This design comes from an exercise in tuning for small area and a short achievable clock period on the open sky130 flow, not from production work. At most, simulation tests tie the RTL to the original design; equivalence was not proved. Power and IR drop assume default switching activity.

## blue
==> flow/design.v <==
module ram_sdp_be_bit_next (
    input  logic q,
    input  logic d,
    input  logic sel,
    input  logic sel_n,
    output logic nxt
);
    assign nxt = (q & sel_n) | (d & sel);
endmodule
module ram_sdp_be_rd_aoi #(
    parameter int N = 3
) (
    input  logic [N-1:0] d,
    input  logic [N-1:0] sel,
    output logic         y_n
);
    assign y_n = !(|(d & sel));
endmodule
module ram_sdp_be_rd_or #(
    parameter int N = 22
) (
    input  logic [N-1:0] g_n,
    output logic         y
);
    assign y = !(&g_n);
endmodule
module ram_sdp_be #(
    parameter int DATA_WIDTH = 32,
    parameter int ADDR_WIDTH = 6
) (
    input  logic                      clk,
    input  logic                      rst_n,
    input  logic                      we,
    input  logic [ADDR_WIDTH-1:0]     waddr,
    input  logic [DATA_WIDTH-1:0]     wdata,
    input  logic [DATA_WIDTH/8-1:0]   wbe,
    input  logic                      re,
    input  logic [ADDR_WIDTH-1:0]     raddr,
    output logic [DATA_WIDTH-1:0]     rdata,
    output logic                      rvalid,
    input  logic                      perr_inject,
    output logic [DATA_WIDTH/8-1:0]   rd_perr
);
    localparam int NB    = DATA_WIDTH / 8;
    localparam int DEPTH = 2 ** ADDR_WIDTH;
    localparam int BW    = 9;       
    generate
        if (DATA_WIDTH % 8 != 0) begin : g_bad_width
            $error("ram_sdp_be: DATA_WIDTH must be a multiple of 8");
        end
    endgenerate
    logic [BW-1:0] wr_lane [NB];
    always_comb begin
        for (int i = 0; i < NB; i++) begin
            wr_lane[i][7:0] = wdata[8*i +: 8];
            wr_lane[i][8]   = (^wdata[8*i +: 8]) ^ perr_inject;
        end
    end
    logic [BW-1:0] mem [DEPTH][NB];
    for (genvar w = 0; w < DEPTH; w++) begin : g_word
        logic wsel;
        assign wsel = rst_n && we && (waddr == ADDR_WIDTH'(w));
        for (genvar i = 0; i < NB; i++) begin : g_lane
            logic          sel;
            logic [BW-1:0] q, nxt;
            assign sel = wsel && wbe[i];
            for (genvar b = 0; b < BW; b++) begin : g_bit
                ram_sdp_be_bit_next u_next (
                    .q    (q[b]),
                    .d    (wr_lane[i][b]),
                    .sel  (sel),
                    .sel_n(!sel),
                    .nxt  (nxt[b])
                );
            end
            always_ff @(posedge clk) begin
                q <= nxt;
            end
            assign mem[w][i] = q;
        end
    end
    logic [ADDR_WIDTH-1:0] s1_addr;
    logic                  s1_valid;
    logic [NB-1:0]         s1_fwd;
    always_ff @(posedge clk) begin
        s1_addr  <= raddr;
        s1_valid <= rst_n && re;
        for (int i = 0; i < NB; i++) begin
            s1_fwd[i] <= we && wbe[i] && (waddr == raddr);
        end
    end
    logic [DEPTH-1:0] rsel;
    logic [BW-1:0]    rd_lane [NB];
    always_comb begin
        for (int w = 0; w < DEPTH; w++) begin
            rsel[w] = (s1_addr == ADDR_WIDTH'(w));
        end
    end
    for (genvar i = 0; i < NB; i++) begin : g_rd_lane
        for (genvar b = 0; b < BW; b++) begin : g_rd_bit
            logic [DEPTH-1:0] col;
            for (genvar w = 0; w < DEPTH; w++) begin : g_col
                assign col[w] = mem[w][i][b];
            end
            localparam int NG = (DEPTH + 2) / 3;
            logic [NG-1:0] grp_n;
            for (genvar g = 0; g < NG; g++) begin : g_grp
                localparam int LO = 3 * g;
                localparam int N  = (DEPTH - LO < 3) ? DEPTH - LO : 3;
                ram_sdp_be_rd_aoi #(.N(N)) u_aoi (
                    .d  (col[LO +: N]),
                    .sel(rsel[LO +: N]),
                    .y_n(grp_n[g])
                );
            end
            ram_sdp_be_rd_or #(.N(NG)) u_or (
                .g_n(grp_n),
                .y  (rd_lane[i][b])
            );
        end
    end
    always_ff @(posedge clk) begin
        rvalid <= rst_n && s1_valid;
        for (int i = 0; i < NB; i++) begin
            rdata[8*i +: 8] <= rd_lane[i][7:0];
            rd_perr[i]      <= !s1_fwd[i] && (^rd_lane[i]);
        end
    end
endmodule
module ram_sdp_be_top (
    input  logic        clk,
    input  logic        rst_n,
    input  logic        we,
    input  logic [5:0]  waddr,
    input  logic [31:0] wdata,
    input  logic [3:0]  wbe,
    input  logic        re,
    input  logic [5:0]  raddr,
    output logic [31:0] rdata,
    output logic        rvalid,
    input  logic        perr_inject,
    output logic [3:0]  rd_perr
);
    ram_sdp_be #(
        .DATA_WIDTH(32),
        .ADDR_WIDTH(6)
    ) u_ram (
        .clk        (clk),
        .rst_n      (rst_n),
        .we         (we),
        .waddr      (waddr),
        .wdata      (wdata),
        .wbe        (wbe),
        .re         (re),
        .raddr      (raddr),
        .rdata      (rdata),
        .rvalid     (rvalid),
        .perr_inject(perr_inject),
        .rd_perr    (rd_perr)
    );
endmodule
make LEC_CHECK=0 CAP_MARGIN=20 CORE_MARGIN=2 CORE_UTILIZATION=45 SETUP_SLACK_MARGIN=2.3 SLEW_MARGIN=20 SYNTH_HIERARCHICAL=1 finish   # period 5.0 ns
run.sh (not shown) runs the stock make flow with config.mk's settings and CLKGATE_MAP_FILE= SYNTH_SCRIPT=/design/flow/synth_recipe.tcl, a recipe that flattens the netlist after the stock synthesis.
diff inputs: blue => red
-- flow/config.mk --
<<< blue, line 10
export CORE_UTILIZATION = 45
export SETUP_SLACK_MARGIN = 2.3
export SLEW_MARGIN = 20
>>> red, line 10
export CORE_UTILIZATION = 45
export SLEW_MARGIN = 20
==> run notes <==
- The final reports for red and blue show non-clock buffer count lower in the former.
- Relative to blue, final critical-path share of the clock period has increased by 17 points in red.
- Cell area after placement, red and blue: larger value in blue
- Delta (red minus blue): final standard cell count with taps included and fillers excluded went down by 3.0%, total power shows a reduction of 0.90%, met2 track demand over resource now smaller, critical path required time about even.
- blue -> red: switching share of power flat
No functional check of the RTL was part of any run of this note.

== lane 1 ==
Another version of the RTL of ram_sdp_be_top (not shown whole).
For scale: roughly 6800 cells after synthesis, roughly 2400 flip-flops, ~90 I/O pins, roughly 82000 um2 of cells after synthesis.
Settings: LEC_CHECK=0, CAP_MARGIN=20, CORE_MARGIN=2, CORE_UTILIZATION=45, CTS_BUF_LIST=sky130_fd_sc_hd__clkbuf_16, CTS_CLUSTER_DIAMETER=80, CTS_CLUSTER_SIZE=24, SETUP_SLACK_MARGIN=2.7, SLEW_MARGIN=20, SYNTH_HIERARCHICAL=1; clock period 5.0 ns.
Lane 1 finished every stage and its layout cleared the timing, design-rule and antenna checks.
Inputs modified between lane 1 and lane 2:
- SETUP_SLACK_MARGIN changed from 2.7 to 2.5
Arrival time at the worst endpoint: lane 2 vs lane 1 up 0.27 ns. Part of the cycle the worst path needs, lane 2 and lane 1: larger value in lane 2. Between lane 2 and lane 1, the net count after synthesis figures differ only marginally.

==> port drivers added, routing unchanged <==
How much do the figures lean on ideal ports? The routed layouts below were timed once more, with nothing changed but the port constraints. Step 1 sets driving cells, clkbuf_16 on the clock port and buf_2 on the other inputs (assumed; they add their load-dependent delay and slew). Step 2 moves the port delays by t, midway between the first and last clock arrival at a register: inputs arrive t later, outputs are due t later. That takes back most of the time a late clock gives input paths. Slacks: ideal ports / drivers / drivers and shift; pairs: ideal ports / drivers.
run	shift t [ns]	setup slack, ns	worst setup path at the end	worst register clock-pin slew, ns
blue	0.964	1.195 / 1.195 / 1.195	register to register	0.07 / 0.07
red	0.947	0.361 / 0.361 / 0.361	register to register	0.07 / 0.07
lane 1	0.925	2.515 / 2.444 / 1.519	input to register	0.10 / 0.10
lane 2	0.901	2.284 / 2.310 / 1.409	input to register	0.10 / 0.10
After both steps setup and hold are still met in every run listed. For lane 1, which loses most, drivers alone change the setup slack by -0.071 ns; drivers and shift together by -0.996 ns.
